From an optimization exercise on the open Yosys and OpenROAD flow, aimed at a short achievable clock period and few clock cycles; shortcuts taken in it are not production practice. The RTL was checked by simulation tests, not by an equivalence proof against the original design.

==> branch yarrow <==
==> flow/design.v <==
`timescale 1ns/1ps
module yfcpu2 #(
    parameter int IM_SIZE = 8,
    parameter int RF_SIZE = 4,
    parameter int DW      = 8
) (
    input  logic                   clk,
    input  logic                   rst,
    input  logic                   imem_we,
    input  logic [IM_SIZE-1:0]     imem_waddr,
    input  logic [4+3*RF_SIZE-1:0] imem_wdata,
    input  logic [RF_SIZE-1:0]     dbg_raddr,
    output logic [IM_SIZE-1:0]     pc_out,
    output logic                   halted,
    output logic                   zero,
    output logic [DW-1:0]          dbg_rdata
);
    localparam int IW = 4 + 3*RF_SIZE;
    localparam int NI = 2**IM_SIZE;
    localparam int NR = 2**RF_SIZE;
    localparam int NW = 4;                   
    localparam int NB = 4;                   
    localparam int NROW = NI / NB;
    localparam logic [3:0] OP_HALT = 4'd0;
    localparam logic [3:0] OP_LRI  = 4'd1;
    localparam logic [3:0] OP_ADD  = 4'd4;
    localparam logic [3:0] OP_SUB  = 4'd5;
    localparam logic [3:0] OP_OR   = 4'd6;
    localparam logic [3:0] OP_XOR  = 4'd7;
    localparam logic [3:0] OP_AND  = 4'd8;
    localparam logic [3:0] OP_BZ   = 4'd9;
    localparam logic [3:0] OP_JMP  = 4'd10;
    localparam int K_LRI = 0, K_ADD = 1, K_SUB = 2, K_OR = 3, K_XOR = 4, K_AND = 5, NK = 6;
    logic [IW-1:0]      imem [NI];
    logic [DW-1:0]      rf_q [NR];
    logic [NI-1:0]      pc_oh_q;             
    logic [NI/4-1:0]    row_oh_q;            
    logic [3:0]         lane_oh_q;           
    logic [IM_SIZE-1:0] pc_q;                
    logic               zero_q;
    logic               halted_q;
    logic [NK-1:0]      xk_q  [NW];          
    logic [NR-1:0]      xa_q  [NW];          
    logic [NR-1:0]      xb_q  [NW];          
    logic [NR-1:0]      xd_q  [NW];          
    logic [DW-1:0]      xi_q  [NW];          
    assign pc_out = pc_q;
    logic               halted_o_q;
    assign halted = halted_o_q;
    assign zero   = zero_q;
    logic [DW-1:0]      dbg_q;
    assign dbg_rdata = dbg_q;
    always_ff @(posedge clk) begin
        dbg_q <= rf_q[dbg_raddr];
    end
    always_ff @(posedge clk) begin
        if (imem_we) begin
            imem[imem_waddr] <= imem_wdata;
        end
    end
    function automatic logic is_alu(input logic [3:0] op);
        is_alu = (op >= OP_ADD) && (op <= OP_AND);
    endfunction
    logic [DW-1:0] xw  [NW];         
    logic          xwr [NW];         
    logic          xz  [NW];         
    logic          zf;               
    always_comb begin
        logic [DW-1:0] a, b, add_chk;
        for (int k = 0; k < NW; k++) begin
            a = '0;
            b = '0;
            for (int i = 0; i < NR; i++) begin
                a = a | ({DW{xa_q[k][i]}} & rf_q[i]);
                b = b | ({DW{xb_q[k][i]}} & rf_q[i]);
            end
            add_chk = (a ^ b) ^ {a[DW-2:0] | b[DW-2:0], 1'b0};
            xw[k] = ({DW{xk_q[k][K_LRI]}} & xi_q[k])
                  | ({DW{xk_q[k][K_ADD]}} & (a + b))
                  | ({DW{xk_q[k][K_SUB]}} & (a - b))
                  | ({DW{xk_q[k][K_OR]}}  & (a | b))
                  | ({DW{xk_q[k][K_XOR]}} & (a ^ b))
                  | ({DW{xk_q[k][K_AND]}} & (a & b));
            xz[k] = (xk_q[k][K_LRI] & (xi_q[k] == '0))
                  | (xk_q[k][K_ADD] & (add_chk == '0))
                  | (xk_q[k][K_SUB] & (a == b))
                  | (xk_q[k][K_OR]  & ((a | b) == '0))
                  | (xk_q[k][K_XOR] & (a == b))
                  | (xk_q[k][K_AND] & ((a & b) == '0));
            xwr[k] = |xk_q[k];
        end
        zf = zero_q;
        for (int k = 0; k < NW; k++) if (xwr[k]) zf = xz[k];
    end
    logic [NROW-1:0]    row_oh;              
    logic [NB-1:0]      lane_oh;             
    logic [IW-1:0]      bank [NB];
    logic [IW-1:0]      f [NW];
    always_comb begin
        row_oh  = row_oh_q;
        lane_oh = lane_oh_q;
        for (int b = 0; b < NB; b++) begin
            logic here;                      
            here = 1'b0;
            for (int l = 0; l <= b; l++) here = here | lane_oh[l];
            bank[b] = '0;
            for (int r = 0; r < NROW; r++) begin
                bank[b] = bank[b] | ({IW{here ? row_oh[r] : row_oh[(r + NROW - 1) % NROW]}}
                                     & imem[NB*r + b]);
            end
        end
        for (int k = 0; k < NW; k++) begin
            f[k] = '0;
            for (int l = 0; l < NB; l++) begin
                f[k] = f[k] | ({IW{lane_oh[l]}} & bank[(l + k) % NB]);
            end
        end
    end
    logic [NW-1:0]      h_last [2];
    logic               h_take [2];
    logic [IM_SIZE-1:0] h_tgt  [2];
    always_comb begin
        logic [3:0]    op [NW];
        logic [NR-1:0] wm;                   
        logic          z, zk, stop, ok;
        logic [NW-1:0] iss, tk;
        for (int k = 0; k < NW; k++) op[k] = f[k][IW-1 -: 4];
        for (int zin = 0; zin < 2; zin++) begin
            z    = zin[0];
            zk   = 1'b1;
            stop = 1'b0;
            wm   = '0;
            for (int k = 0; k < NW; k++) begin
                tk[k] = (op[k] == OP_JMP) || ((op[k] == OP_BZ) && z);
                if (k == 0) begin
                    iss[k] = 1'b1;
                end else begin
                    ok = (op[k] != OP_HALT) &&
                         !(is_alu(op[k]) && |(wm & (da[k] | db[k]))) &&
                         !((op[k] == OP_BZ) && !zk);
                    iss[k] = iss[k-1] && !stop && ok;
                end
                stop = tk[k] || (op[k] == OP_HALT);
                if ((op[k] == OP_LRI) || is_alu(op[k])) wm = wm | dd[k];
                if (op[k] == OP_LRI) begin
                    z  = (f[k][3*RF_SIZE-1 -: 2*RF_SIZE] == '0);
                    zk = 1'b1;
                end else if (is_alu(op[k])) begin
                    zk = 1'b0;
                end
            end
            h_tgt[zin] = '0;
            for (int k = 0; k < NW; k++) begin
                h_last[zin][k] = iss[k] && ((k == NW-1) || !iss[(k + 1) % NW]);
                if (h_last[zin][k]) h_tgt[zin] = f[k][3*RF_SIZE-1 -: 2*RF_SIZE];
            end
            h_take[zin] = |(h_last[zin] & tk);
        end
    end
    logic [NW-1:0]      g_last;
    assign g_last = zf ? h_last[1] : h_last[0];
    logic [NK-1:0]      dk [NW];
    logic [NR-1:0]      da [NW];
    logic [NR-1:0]      db [NW];
    logic [NR-1:0]      dd [NW];
    logic [NW-1:0]      g_iss;
    always_comb begin
        for (int k = 0; k < NW; k++) begin
            dk[k] = '0;
            case (f[k][IW-1 -: 4])
                OP_LRI: dk[k][K_LRI] = 1'b1;
                OP_ADD: dk[k][K_ADD] = 1'b1;
                OP_SUB: dk[k][K_SUB] = 1'b1;
                OP_OR:  dk[k][K_OR]  = 1'b1;
                OP_XOR: dk[k][K_XOR] = 1'b1;
                OP_AND: dk[k][K_AND] = 1'b1;
                default: ;
            endcase
            da[k] = NR'(1) << f[k][3*RF_SIZE-1 -: RF_SIZE];
            db[k] = NR'(1) << f[k][2*RF_SIZE-1 -: RF_SIZE];
            dd[k] = NR'(1) << f[k][RF_SIZE-1:0];
            g_iss[k] = |(g_last >> k);
        end
    end
    logic [NI-1:0]      h_oh [2];
    logic [IM_SIZE-1:0] h_pc [2];
    always_comb begin
        for (int zin = 0; zin < 2; zin++) begin
            h_oh[zin] = '0;
            h_pc[zin] = '0;
            for (int k = 0; k < NW; k++) begin
                for (int j = 0; j < NI; j++) begin
                    h_oh[zin][j] = h_oh[zin][j] | (h_last[zin][k] & !h_take[zin]
                                                   & pc_oh_q[(j + NI - k - 1) % NI]);
                end
                h_pc[zin] = h_pc[zin] | ({IM_SIZE{h_last[zin][k] & !h_take[zin]}}
                                         & (pc_q + IM_SIZE'(k + 1)));
            end
            for (int j = 0; j < NI; j++) begin
                h_oh[zin][j] = h_oh[zin][j] | (h_take[zin] & (h_tgt[zin] == IM_SIZE'(j)));
            end
            h_pc[zin] = h_pc[zin] | ({IM_SIZE{h_take[zin]}} & h_tgt[zin]);
        end
    end
    logic [NROW-1:0]    h_row [2];
    logic [NB-1:0]      h_lane [2];
    always_comb begin
        for (int zin = 0; zin < 2; zin++) begin
            h_row[zin]  = '0;
            h_lane[zin] = '0;
            for (int k = 0; k < NW; k++) begin
                logic carry;             
                carry = 1'b0;
                for (int l = 0; l < NB; l++) if (l + k + 1 >= NB) carry = carry | lane_oh_q[l];
                for (int r = 0; r < NROW; r++) begin
                    h_row[zin][r] = h_row[zin][r] | (h_last[zin][k] & !h_take[zin] &
                        (carry ? row_oh_q[(r + NROW - 1) % NROW] : row_oh_q[r]));
                end
                for (int l = 0; l < NB; l++) begin
                    h_lane[zin][l] = h_lane[zin][l] | (h_last[zin][k] & !h_take[zin] &
                        lane_oh_q[(l + 2*NB - k - 1) % NB]);
                end
            end
            for (int r = 0; r < NROW; r++) begin
                h_row[zin][r] = h_row[zin][r] | (h_take[zin] & (h_tgt[zin][IM_SIZE-1:2] == (IM_SIZE-2)'(r)));
            end
            for (int l = 0; l < NB; l++) begin
                h_lane[zin][l] = h_lane[zin][l] | (h_take[zin] & (h_tgt[zin][1:0] == 2'(l)));
            end
        end
    end
    logic [NI-1:0]      pc_oh_d;
    logic [IM_SIZE-1:0] pc_d;
    assign pc_oh_d = zf ? h_oh[1] : h_oh[0];
    assign pc_d    = zf ? h_pc[1] : h_pc[0];
    always_ff @(posedge clk or negedge rst) begin
        if (!rst) begin
            pc_oh_q  <= NI'(1);
            row_oh_q <= (NI/4)'(1);
            lane_oh_q <= 4'b0001;
            halted_o_q <= 1'b0;
            pc_q     <= '0;
            for (int k = 0; k < NW; k++) begin
                xk_q[k] <= '0;
                xa_q[k] <= '0;
                xb_q[k] <= '0;
                xd_q[k] <= '0;
                xi_q[k] <= '0;
            end
            zero_q   <= 1'b0;
            halted_q <= 1'b0;
            for (int i = 0; i < NR; i++) begin
                rf_q[i] <= '0;
            end
        end else begin
            if (!halted_q) begin
                pc_oh_q  <= pc_oh_d;
                row_oh_q <= zf ? h_row[1] : h_row[0];
                lane_oh_q <= zf ? h_lane[1] : h_lane[0];
                pc_q     <= pc_d;
                for (int k = 0; k < NW; k++) begin
                    xk_q[k] <= g_iss[k] ? dk[k] : '0;
                    xa_q[k] <= da[k];
                    xb_q[k] <= db[k];
                    xd_q[k] <= dd[k];
                    xi_q[k] <= f[k][3*RF_SIZE-1 -: 2*RF_SIZE];
                end
                halted_q <= (f[0][IW-1 -: 4] == OP_HALT);
            end else begin
                for (int k = 0; k < NW; k++) xk_q[k] <= '0;
            end
            halted_o_q <= halted_o_q | (f[0][IW-1 -: 4] == OP_HALT);
            zero_q <= zf;
            for (int k = 0; k < NW; k++) begin
                for (int i = 0; i < NR; i++) begin
                    if (xwr[k] && xd_q[k][i]) rf_q[i] <= xw[k];
                end
            end
        end
    end
endmodule
==> flow/flow/run.sh <==
#!/bin/bash
# The standard layout (the standard.sh), with timing repair aiming at a setup slack of
# MARGIN ns against the design's clock, so that the layout closes at a shorter period than
# the constraint. Every tool's output goes to flow_make.log (ORFS also keeps its per-step
# logs under orfs/logs).
set -euo pipefail
MARGIN=$(cat flow/margin.txt)
bash standard.sh SETUP_SLACK_MARGIN="$MARGIN" finish > flow_make.log 2>&1
==> flow/flow/margin.txt <==
6.5
==> flow/standard.sh <==
#!/bin/bash
# synth_recipe.tcl (not shown) runs the flow's synth.tcl, then flattens the netlist and writes it again
# the make line also repeats each setting of config.mk as NAME=value (left out here)
make -C /OpenROAD-flow-scripts/flow DESIGN_CONFIG=/design/flow/config.mk WORK_HOME=/design/flow/orfs CLKGATE_MAP_FILE= SYNTH_SCRIPT=/design/flow/synth_recipe.tcl "${@:-finish}"
==> flow/config.mk <==
export PLATFORM = sky130hd
export DESIGN_NAME = yfcpu2
export DESIGN_NICKNAME = yfcpu2
export VERILOG_FILES = /design/flow/design.v
export SDC_FILE = /design/flow/constraint.sdc
export NUM_CORES = 4
export LEC_CHECK = 0
export ABC_CLOCK_PERIOD_IN_PS = 2500
export CAP_MARGIN = 20
export CORE_MARGIN = 2
export CORE_UTILIZATION = 30
export PLACE_DENSITY = 0.38
export SLEW_MARGIN = 20
export SYNTH_MEMORY_MAX_BITS = 8192
==> flow/constraint.sdc <==
create_clock -name core_clock -period 10.0 [get_ports {clk}]
set_input_delay 2.0000 -clock core_clock [delete_from_list [all_inputs] [get_ports {clk}]]
set_output_delay 2.0000 -clock core_clock [all_outputs]
set_load 0.01 [all_outputs]
==> inputs of branch delta, as changes to branch yarrow <==
--- a/flow/design.v
+++ b/flow/design.v
@@ -1,2 +1,65 @@
 `timescale 1ns/1ps
+module yfcpu2_grp #(
+    parameter int NW = 4
+) (
+    input  logic [NW*16-1:0]        win,     
+    output logic [2*(NW+9)-1:0]     grp
+);
+    logic [3:0] op [NW];
+    logic [3:0] ra [NW];
+    logic [3:0] rb [NW];
+    logic [3:0] rd [NW];
+    logic [7:0] imm [NW];
+    logic       halt [NW], lri [NW], alu [NW], bz [NW], jmp [NW], wr [NW];
+    logic [NW-1:0] dep;              
+    always_comb begin
+        for (int k = 0; k < NW; k++) begin
+            op[k]   = win[16*k+12 +: 4];
+            ra[k]   = win[16*k+8 +: 4];
+            rb[k]   = win[16*k+4 +: 4];
+            rd[k]   = win[16*k +: 4];
+            imm[k]  = win[16*k+4 +: 8];
+            halt[k] = (op[k] == 4'd0);
+            lri[k]  = (op[k] == 4'd1);
+            alu[k]  = (op[k] >= 4'd4) && (op[k] <= 4'd8);
+            bz[k]   = (op[k] == 4'd9);
+            jmp[k]  = (op[k] == 4'd10);
+            wr[k]   = lri[k] || alu[k];
+        end
+        for (int k = 0; k < NW; k++) begin
+            dep[k] = 1'b0;
+            for (int j = 0; j < k; j++) begin
+                dep[k] = dep[k] | (alu[k] && wr[j] && ((ra[k] == rd[j]) || (rb[k] == rd[j])));
+            end
+        end
+    end
+    for (genvar zin = 0; zin < 2; zin++) begin : g_z
+        logic [NW-1:0] iss, tk, last;
+        logic [7:0]    tgt;
+        always_comb begin
+            logic z, zk, stop;
+            z    = zin[0];
+            zk   = 1'b1;
+            stop = 1'b0;
+            for (int k = 0; k < NW; k++) begin
+                tk[k] = jmp[k] || (bz[k] && z);
+                if (k == 0) iss[k] = 1'b1;
+                else        iss[k] = iss[k-1] && !stop && !halt[k] && !dep[k] && !(bz[k] && !zk);
+                stop = tk[k] || halt[k];
+                if (lri[k]) begin
+                    z  = (imm[k] == 8'd0);
+                    zk = 1'b1;
+                end else if (alu[k]) begin
+                    zk = 1'b0;
+                end
+            end
+            tgt = '0;
+            for (int k = 0; k < NW; k++) begin
+                last[k] = iss[k] && ((k == NW-1) || !iss[(k + 1) % NW]);
+                if (last[k]) tgt = imm[k];
+            end
+        end
+        assign grp[zin*(NW+9) +: NW+9] = {last, |(last & tk), tgt};
+    end
+endmodule
 module yfcpu2 #(
@@ -20,5 +83,6 @@
     localparam int NR = 2**RF_SIZE;
-    localparam int NW = 4;                   
+    localparam int NW = 3;                   
     localparam int NB = 4;                   
     localparam int NROW = NI / NB;
+    localparam int PW = NW + 1 + IM_SIZE;    
     localparam logic [3:0] OP_HALT = 4'd0;
@@ -35,2 +99,3 @@
     logic [DW-1:0]      rf_q [NR];
+    logic [2*PW-1:0]    pre_q [NI];          
     logic [NI-1:0]      pc_oh_q;             
@@ -39,2 +104,3 @@
     logic [IM_SIZE-1:0] pc_q;                
+    logic               first_q;             
     logic               zero_q;
@@ -60,5 +126,13 @@
     end
-    function automatic logic is_alu(input logic [3:0] op);
-        is_alu = (op >= OP_ADD) && (op <= OP_AND);
-    endfunction
+    for (genvar a = 0; a < NI; a++) begin : g_pre
+        logic [NW*16-1:0] win;
+        logic [2*PW-1:0]  grp;
+        for (genvar k = 0; k < NW; k++) begin : g_w
+            assign win[16*k +: 16] = imem[(a + k) % NI];
+        end
+        yfcpu2_grp #(.NW(NW)) u_grp (.win(win), .grp(grp));
+        always_ff @(posedge clk) begin
+            pre_q[a] <= grp;
+        end
+    end
     logic [DW-1:0] xw  [NW];         
@@ -94,2 +168,9 @@
     end
+    logic [2*PW-1:0]    fp;
+    always_comb begin
+        fp = '0;
+        for (int i = 0; i < NI; i++) begin
+            fp = fp | ({2*PW{pc_oh_q[i]}} & pre_q[i]);
+        end
+    end
     logic [NROW-1:0]    row_oh;              
@@ -122,37 +203,10 @@
     always_comb begin
-        logic [3:0]    op [NW];
-        logic [NR-1:0] wm;                   
-        logic          z, zk, stop, ok;
-        logic [NW-1:0] iss, tk;
-        for (int k = 0; k < NW; k++) op[k] = f[k][IW-1 -: 4];
         for (int zin = 0; zin < 2; zin++) begin
-            z    = zin[0];
-            zk   = 1'b1;
-            stop = 1'b0;
-            wm   = '0;
-            for (int k = 0; k < NW; k++) begin
-                tk[k] = (op[k] == OP_JMP) || ((op[k] == OP_BZ) && z);
-                if (k == 0) begin
-                    iss[k] = 1'b1;
-                end else begin
-                    ok = (op[k] != OP_HALT) &&
-                         !(is_alu(op[k]) && |(wm & (da[k] | db[k]))) &&
-                         !((op[k] == OP_BZ) && !zk);
-                    iss[k] = iss[k-1] && !stop && ok;
-                end
-                stop = tk[k] || (op[k] == OP_HALT);
-                if ((op[k] == OP_LRI) || is_alu(op[k])) wm = wm | dd[k];
-                if (op[k] == OP_LRI) begin
-                    z  = (f[k][3*RF_SIZE-1 -: 2*RF_SIZE] == '0);
-                    zk = 1'b1;
-                end else if (is_alu(op[k])) begin
-                    zk = 1'b0;
-                end
-            end
-            h_tgt[zin] = '0;
-            for (int k = 0; k < NW; k++) begin
-                h_last[zin][k] = iss[k] && ((k == NW-1) || !iss[(k + 1) % NW]);
-                if (h_last[zin][k]) h_tgt[zin] = f[k][3*RF_SIZE-1 -: 2*RF_SIZE];
+            if (first_q) begin
+                h_last[zin] = NW'(1);
+                h_take[zin] = (imem[0][IW-1 -: 4] == OP_JMP);
+                h_tgt[zin]  = imem[0][3*RF_SIZE-1 -: 2*RF_SIZE];
+            end else begin
+                {h_last[zin], h_take[zin], h_tgt[zin]} = fp[zin*PW +: PW];
             end
-            h_take[zin] = |(h_last[zin] & tk);
         end
@@ -242,2 +296,3 @@
             pc_q     <= '0;
+            first_q  <= 1'b1;
             for (int k = 0; k < NW; k++) begin
@@ -255,2 +310,3 @@
         end else begin
+            first_q <= 1'b0;
             if (!halted_q) begin
==> summary of the runs <==
Against branch delta, the synthesized cell count of branch yarrow is lower by 72%. Between branch yarrow and branch delta, the lower synthesized area is in branch yarrow (gap about 60%, measured against branch delta). Branch yarrow passed the timing, design-rule and antenna checks. Branch delta failed in global routing (5_1_grt) (GRT-0116).
==> figures <==
	branch delta	branch yarrow
Result of the run	aborted with a tool error	complete, no violations
Failing step	global routing (5_1_grt)	-
Post-detailed-placement half-perimeter wirelength	8750000 um	866000 um
Share of cell area taken by muxes after synthesis	8.15%	2.49%
Vertical extent of the die	1370 um	829 um
Post-place instance area	0.648 mm2	0.228 mm2
Proportion of synthesized flip-flops having asynchronous set or reset	5.96%	9.98%
Combined area of all synthesized cells	0.557 mm2	0.204 mm2
Warnings from Yosys	36	24
H-Tree Level Count	7	6
Area fraction in compound gates after synthesis	19.3%	18.6%
Average cell area after synthesis	9.57 um2	12.7 um2
RD Place Congestion	2.21	0.966
Post-CTS Repair Setup Buffers	2870	821
Arithmetic-cell share of the synthesized area counting full adders, half adders and majority gates	0.234%	0.673%
Synthesized instance count	58266	16038
Mapped Nets	58376	16174
Library cell with the highest instance count after synthesis	dfxtp_1	edfxtp_1
Area share of the largest cell type after synthesis	22.1%	60.2%
Number of clock buffers inserted by TritonCTS	1431	551
Testbench counts of branch yarrow, summed over its fixed seeds: cycles 11,058.
Testbench counts of branch delta, summed over its fixed seeds: cycles 12,909.

==> static timing again, ports no longer ideal <==
Ports are ideal in the flow. The routed layout listed here was re-timed in OpenROAD.
Step 1 (the two cells are an assumption about what drives the block):
set clk [get_ports {clk}]
set_driving_cell -lib_cell sky130_fd_sc_hd__clkbuf_16 $clk
set_driving_cell -lib_cell sky130_fd_sc_hd__buf_2 [delete_from_list [all_inputs] $clk]
Step 2 times the ports against the registers' clock, not the clock port: input delays grow and output delays shrink by t, the midpoint of the rising clock arrivals with the driver on.
Slacks: ideal / step 1 / step 2; pairs: ideal / step 1.
run: branch yarrow
t, ns: 1.268
setup slack, ns: 1.962 / 1.962 / 1.962
latest minus earliest clock arrival (ns): 0.080 / 0.081
slew at the worst register clock pin (ns): 0.07 / 0.07
worst data-port slew with drivers (ns): 0.31
After both steps branch yarrow still meets setup and hold. For branch yarrow, drivers alone change the setup slack by 0.000 ns; drivers and shift together by 0.000 ns.
